From an optimization exercise on the open Yosys and OpenROAD flow, aimed at small area, a short achievable clock period and few clock cycles per item; shortcuts taken in it are not production practice. The RTL was checked by simulation tests, not by an equivalence proof against the original design.

rev 12:
==> module sort_pipe, before the edit <==
module sort_pipe #(
  parameter int DATA_W   = 8,
  parameter int LOG_SIZE = 4,
  parameter int SIZE     = 2**LOG_SIZE,
  parameter int SIGNED   = 0
) (
  input  logic                       clk,
  input  logic                       rst,
  input  logic                       i_valid,
  output logic                       o_ready,
  input  logic                       i_desc,
  input  logic [DATA_W*SIZE-1:0]     i_din,
  output logic                       o_valid,
  input  logic                       i_ready,
  output logic                       o_desc,
  output logic [DATA_W*SIZE-1:0]     o_dout,
  output logic [LOG_SIZE*SIZE-1:0]   o_idx
);
  localparam int KW = DATA_W*SIZE;
  localparam int IW = LOG_SIZE*SIZE;
  localparam int NP = SIZE*(SIZE-1)/2;
  function automatic int pidx(input int i, input int j);
    pidx = i*SIZE - i*(i+1)/2 + (j - i - 1);
  endfunction
  function automatic logic key_le(input logic [DATA_W-1:0] a, input logic [DATA_W-1:0] b);
    logic c;
    c = 1'b1;
    for (int i = 0; i < DATA_W; i++) c = (~a[i] & b[i]) | ((~a[i] | b[i]) & c);
    key_le = c;
  endfunction
  function automatic logic [1:0] fadd(input logic a, input logic b, input logic c);
    fadd = {(a & b) | (a & c) | (b & c), a ^ b ^ c};
  endfunction
  function automatic logic [9:0] pc_first(input logic [14:0] v);
    logic [4:0] s, c;
    for (int i = 0; i < 5; i++) {c[i], s[i]} = fadd(v[3*i], v[3*i+1], v[3*i+2]);
    pc_first = {c, s};
  endfunction
  function automatic logic [5:0] pc_rest(input logic [9:0] f);
    logic [4:0] s, c;
    logic [1:0] x, u, b0, m;
    {c, s} = f;
    x  = fadd(s[0], s[1], s[2]);                       
    u  = fadd(c[0], c[1], c[2]);
    b0 = fadd(x[0], s[3], s[4]);                       
    m  = fadd(u[0], c[3], c[4]);
    pc_rest = {u[1], m[1], x[1], b0[1], m[0], b0[0]};
  endfunction
  logic              w_ce;
  logic              r1_vld, r1_desc, r2_vld, r2_desc, r3_vld, r3_desc;
  logic [KW-1:0]     r1_key, r2_key, r3_key;
  logic [NP-1:0]     r1_c;                 
  logic [6*SIZE-1:0] r2_rank;
  logic [IW-1:0]     r3_idx;
  assign w_ce    = ~r3_vld | i_ready;
  assign o_ready = w_ce;
  logic [DATA_W-1:0] w_kx [SIZE];
  logic [NP-1:0]     w_c;
  logic [6*SIZE-1:0] w_rank;
  for (genvar i = 0; i < SIZE; i++) begin : g_kx
    logic [DATA_W-1:0] k;
    assign k = i_din[i*DATA_W +: DATA_W];
    assign w_kx[i] = (SIGNED != 0) ? {~k[DATA_W-1] ^ i_desc, k[DATA_W-2:0] ^ {(DATA_W-1){i_desc}}}
                                   : k ^ {DATA_W{i_desc}};
  end
  for (genvar i = 0; i < SIZE; i++) begin : g_ci
    for (genvar j = i + 1; j < SIZE; j++) begin : g_cj
      assign w_c[pidx(i, j)] = key_le(w_kx[i], w_kx[j]);
    end
  end
  for (genvar j = 0; j < SIZE; j++) begin : g_rank
    logic [SIZE-2:0] pre;
    for (genvar i = 0; i < SIZE; i++) begin : g_pre
      if (i < j) begin : g_lo
        assign pre[i] = r1_c[pidx(i, j)];
      end else if (i > j) begin : g_hi
        assign pre[i-1] = ~r1_c[pidx(j, i)];
      end
    end
    assign w_rank[j*6 +: 6] = pc_rest(pc_first(pre));
  end
  logic [SIZE-1:0] w_sel [SIZE];           
  logic [KW-1:0]   w_dout;
  logic [IW-1:0]   w_idx;
  for (genvar j = 0; j < SIZE; j++) begin : g_dec
    logic [1:0] w4;
    logic [2:0] w2;
    logic       b0;
    logic [3:0] t;                         
    logic [2:0] f;                         
    logic [7:0] h;                         
    assign {w4, w2, b0} = r2_rank[j*6 +: 6];
    assign t[0] = ~w2[0] & ~w2[1] & ~w2[2];
    assign t[1] = (w2 == 3'b001) | (w2 == 3'b010) | (w2 == 3'b100);
    assign t[2] = (w2 == 3'b011) | (w2 == 3'b101) | (w2 == 3'b110);
    assign t[3] = w2[0] & w2[1] & w2[2];
    assign f[0] = ~w4[0] & ~w4[1];
    assign f[1] = w4[0] ^ w4[1];
    assign f[2] = w4[0] & w4[1];
    assign h[0] = t[0] & f[0];
    assign h[1] = t[1] & f[0];
    assign h[2] = (t[2] & f[0]) | (t[0] & f[1]);
    assign h[3] = (t[3] & f[0]) | (t[1] & f[1]);
    assign h[4] = (t[2] & f[1]) | (t[0] & f[2]);
    assign h[5] = (t[3] & f[1]) | (t[1] & f[2]);
    assign h[6] = t[2] & f[2];
    assign h[7] = t[3] & f[2];
    for (genvar r = 0; r < SIZE; r++) begin : g_r
      assign w_sel[j][r] = h[r / 2] & (b0 == 1'(r % 2));
    end
  end
  for (genvar r = 0; r < SIZE; r++) begin : g_out
    logic [DATA_W-1:0]   k;
    logic [LOG_SIZE-1:0] x;
    always_comb begin
      k = '0;
      x = '0;
      for (int j = 0; j < SIZE; j++) begin
        if (w_sel[j][r]) begin
          k = k | r2_key[j*DATA_W +: DATA_W];
          x = x | LOG_SIZE'(j);
        end
      end
    end
    assign w_dout[r*DATA_W +: DATA_W]  = k;
    assign w_idx[r*LOG_SIZE +: LOG_SIZE] = x;
  end
  always_ff @(posedge clk) begin
    if (rst) begin
      r1_vld <= 1'b0;
      r2_vld <= 1'b0;
      r3_vld <= 1'b0;
    end else if (w_ce) begin
      r1_vld <= i_valid;
      r2_vld <= r1_vld;
      r3_vld <= r2_vld;
    end
  end
  always_ff @(posedge clk) begin
    if (w_ce) begin
      r1_desc <= i_desc;
      r1_key  <= i_din;
      r1_c    <= w_c;
      r2_desc <= r1_desc;
      r2_key  <= r1_key;
      r2_rank <= w_rank;
      r3_desc <= r2_desc;
      r3_key  <= w_dout;
      r3_idx  <= w_idx;
    end
  end
  assign o_valid = r3_vld;
  assign o_desc  = r3_desc;
  assign o_dout  = r3_key;
  assign o_idx   = r3_idx;
endmodule
==> flow/config.mk <==
export PLATFORM = sky130hd
export DESIGN_NAME = sort_pipe
export DESIGN_NICKNAME = sort_pipe
export VERILOG_FILES = /design/flow/design.v
export SDC_FILE = /design/flow/constraint.sdc
export NUM_CORES = 4
export LEC_CHECK = 0
export ABC_AREA = 1
export CAP_MARGIN = 20
export CORE_MARGIN = 2
export CORE_UTILIZATION = 25
export PLACE_DENSITY = 0.4
export SETUP_SLACK_MARGIN = 2.0
export SLEW_MARGIN = 20
==> flow/constraint.sdc <==
create_clock -name core_clock -period 4.5 [get_ports {clk}]
set_input_delay 0.9000 -clock core_clock [delete_from_list [all_inputs] [get_ports {clk}]]
set_output_delay 0.9000 -clock core_clock [all_outputs]
set_load 0.01 [all_outputs]
standard.sh (not shown) runs the stock make flow with config.mk's settings and CLKGATE_MAP_FILE= SYNTH_SCRIPT=/design/flow/synth_recipe.tcl, a recipe that flattens the netlist after the stock synthesis.
==> flow/flow/run.sh <==
#!/bin/bash
# Layout flow: the standard flow (standard.sh), except that the buffers placed on the input
# and output ports are plain buffers (buf_1) rather than the placer's default choice. Every port
# still gets its own buffer. Each tool's output is kept in the ORFS logs under orfs/logs.
set -euo pipefail
bash standard.sh "BUFFER_PORTS_ARGS=-buffer_cell sky130_fd_sc_hd__buf_1" finish > flow_standard.log 2>&1
Testbench counts of rev 12, summed over its fixed seeds: cycles 3,224, items 3,200.
#### Input delta (rev 13 over rev 12)
-- flow/design.v --
<<< rev 12, line 37
    pc_first = {c, s};
  endfunction
  function automatic logic [5:0] pc_rest(input logic [9:0] f);
    logic [4:0] s, c;
    logic [1:0] x, u, b0, m;
    {c, s} = f;
    x  = fadd(s[0], s[1], s[2]);                       
    u  = fadd(c[0], c[1], c[2]);
    b0 = fadd(x[0], s[3], s[4]);                       
    m  = fadd(u[0], c[3], c[4]);
    pc_rest = {u[1], m[1], x[1], b0[1], m[0], b0[0]};
  endfunction
  logic              w_ce;
>>> rev 13, line 37
    pc_first = {c, s};
  endfunction
  function automatic logic [4:0] pc_rest(input logic [9:0] f);
    logic [4:0] s, c;
    logic [1:0] s2, s3, a, d, e;
    {c, s} = f;
    s2 = fadd(s[0], s[1], s[2]);                       
    s3 = fadd(s[3], s[4], s2[0]);
    a  = fadd(c[0], c[1], c[2]);                       
    d  = fadd(c[3], c[4], s2[1]);
    e  = fadd(a[0], d[0], s3[1]);
    pc_rest = {a[1], d[1], e[1], e[0], s3[0]};
  endfunction
  logic              w_ce;
<<< rev 12, line 51
  logic [KW-1:0]     r1_key, r2_key, r3_key;
  logic [NP-1:0]     r1_c;                 
  logic [6*SIZE-1:0] r2_rank;
  logic [IW-1:0]     r3_idx;
  assign w_ce    = ~r3_vld | i_ready;
>>> rev 13, line 52
  logic [KW-1:0]     r1_key, r2_key, r3_key;
  logic [NP-1:0]     r1_c;                 
  logic [5*SIZE-1:0] r2_rank;
  logic [IW-1:0]     r3_idx;
  assign w_ce    = ~r3_vld | i_ready;
<<< rev 12, line 57
  logic [DATA_W-1:0] w_kx [SIZE];
  logic [NP-1:0]     w_c;
  logic [6*SIZE-1:0] w_rank;
  for (genvar i = 0; i < SIZE; i++) begin : g_kx
    logic [DATA_W-1:0] k;
>>> rev 13, line 58
  logic [DATA_W-1:0] w_kx [SIZE];
  logic [NP-1:0]     w_c;
  logic [5*SIZE-1:0] w_rank;
  for (genvar i = 0; i < SIZE; i++) begin : g_kx
    logic [DATA_W-1:0] k;
<<< rev 12, line 78
      end
    end
    assign w_rank[j*6 +: 6] = pc_rest(pc_first(pre));
  end
  logic [SIZE-1:0] w_sel [SIZE];           
>>> rev 13, line 79
      end
    end
    assign w_rank[j*5 +: 5] = pc_rest(pc_first(pre));
  end
  logic [SIZE-1:0] w_sel [SIZE];           
<<< rev 12, line 84
  logic [IW-1:0]   w_idx;
  for (genvar j = 0; j < SIZE; j++) begin : g_dec
    logic [1:0] w4;
    logic [2:0] w2;
    logic       b0;
    logic [3:0] t;                         
    logic [2:0] f;                         
    logic [7:0] h;                         
    assign {w4, w2, b0} = r2_rank[j*6 +: 6];
    assign t[0] = ~w2[0] & ~w2[1] & ~w2[2];
    assign t[1] = (w2 == 3'b001) | (w2 == 3'b010) | (w2 == 3'b100);
    assign t[2] = (w2 == 3'b011) | (w2 == 3'b101) | (w2 == 3'b110);
    assign t[3] = w2[0] & w2[1] & w2[2];
    assign f[0] = ~w4[0] & ~w4[1];
    assign f[1] = w4[0] ^ w4[1];
    assign f[2] = w4[0] & w4[1];
    assign h[0] = t[0] & f[0];
    assign h[1] = t[1] & f[0];
    assign h[2] = (t[2] & f[0]) | (t[0] & f[1]);
    assign h[3] = (t[3] & f[0]) | (t[1] & f[1]);
    assign h[4] = (t[2] & f[1]) | (t[0] & f[2]);
    assign h[5] = (t[3] & f[1]) | (t[1] & f[2]);
    assign h[6] = t[2] & f[2];
    assign h[7] = t[3] & f[2];
    for (genvar r = 0; r < SIZE; r++) begin : g_r
      assign w_sel[j][r] = h[r / 2] & (b0 == 1'(r % 2));
    end
  end
>>> rev 13, line 85
  logic [IW-1:0]   w_idx;
  for (genvar j = 0; j < SIZE; j++) begin : g_dec
    logic [2:0] w4;
    logic [1:0] lo2;
    logic [3:0] hi, lo;
    assign {w4, lo2} = r2_rank[j*5 +: 5];
    assign hi[0] = ~w4[0] & ~w4[1] & ~w4[2];
    assign hi[1] = (w4 == 3'b001) | (w4 == 3'b010) | (w4 == 3'b100);
    assign hi[2] = (w4 == 3'b011) | (w4 == 3'b101) | (w4 == 3'b110);
    assign hi[3] = w4[0] & w4[1] & w4[2];
    for (genvar v = 0; v < 4; v++) begin : g_lo
      assign lo[v] = lo2 == 2'(v);
    end
    for (genvar r = 0; r < SIZE; r++) begin : g_r
      assign w_sel[j][r] = hi[r / 4] & lo[r % 4];
    end
  end
Result: PASS for each of rev 13 and rev 12
The final reports for rev 13 and rev 12 show number of buffers inserted during clock tree synthesis lower in the former.
Taking rev 13 over rev 12, the cell count ratio works out to 0.917.
Taking rev 12 as the reference, in rev 13 non-clock buffer count went up about 8%; die boundary height went down about 4.5%; final period utilization went up 6.5 points; final clock skew went up 0.0098 ns; area added between synthesis and finish went up 3.7 points.
When the final numbers for rev 13 and rev 12 were put side by side, the design area turned out to be greater in rev 12.
Testbench counts of rev 13, summed over its fixed seeds: cycles 3,224, items 3,200.

static timing again, ports no longer ideal:
The results above use ideal ports. As a check the final layouts listed here were re-extracted and re-timed, cells and wires unchanged. Step 1, drivers: a clkbuf_16 drives clk and a buf_2 each remaining input, both assumed. Step 2 times the ports against the registers' clock, not the clock port: input delays grow and output delays shrink by t, the midpoint of the rising clock arrivals with the driver on. Three values: ideal, step 1, step 2; two values: the first two.
run	shift t [ns]	setup WS [ns]	worst setup path at the end	slew at the worst register clock pin (ns)	worst slew at a driven data input, ns
rev 12	0.847	1.878 / 1.796 / 1.185	input to register	0.06 / 0.06	0.12
rev 13	0.851	1.584 / 1.584 / 1.139	input to register	0.07 / 0.07	0.12
After both steps setup and hold are still met in every run listed. For rev 12, which loses most, drivers alone change the setup slack by -0.082 ns; drivers and shift together by -0.693 ns.
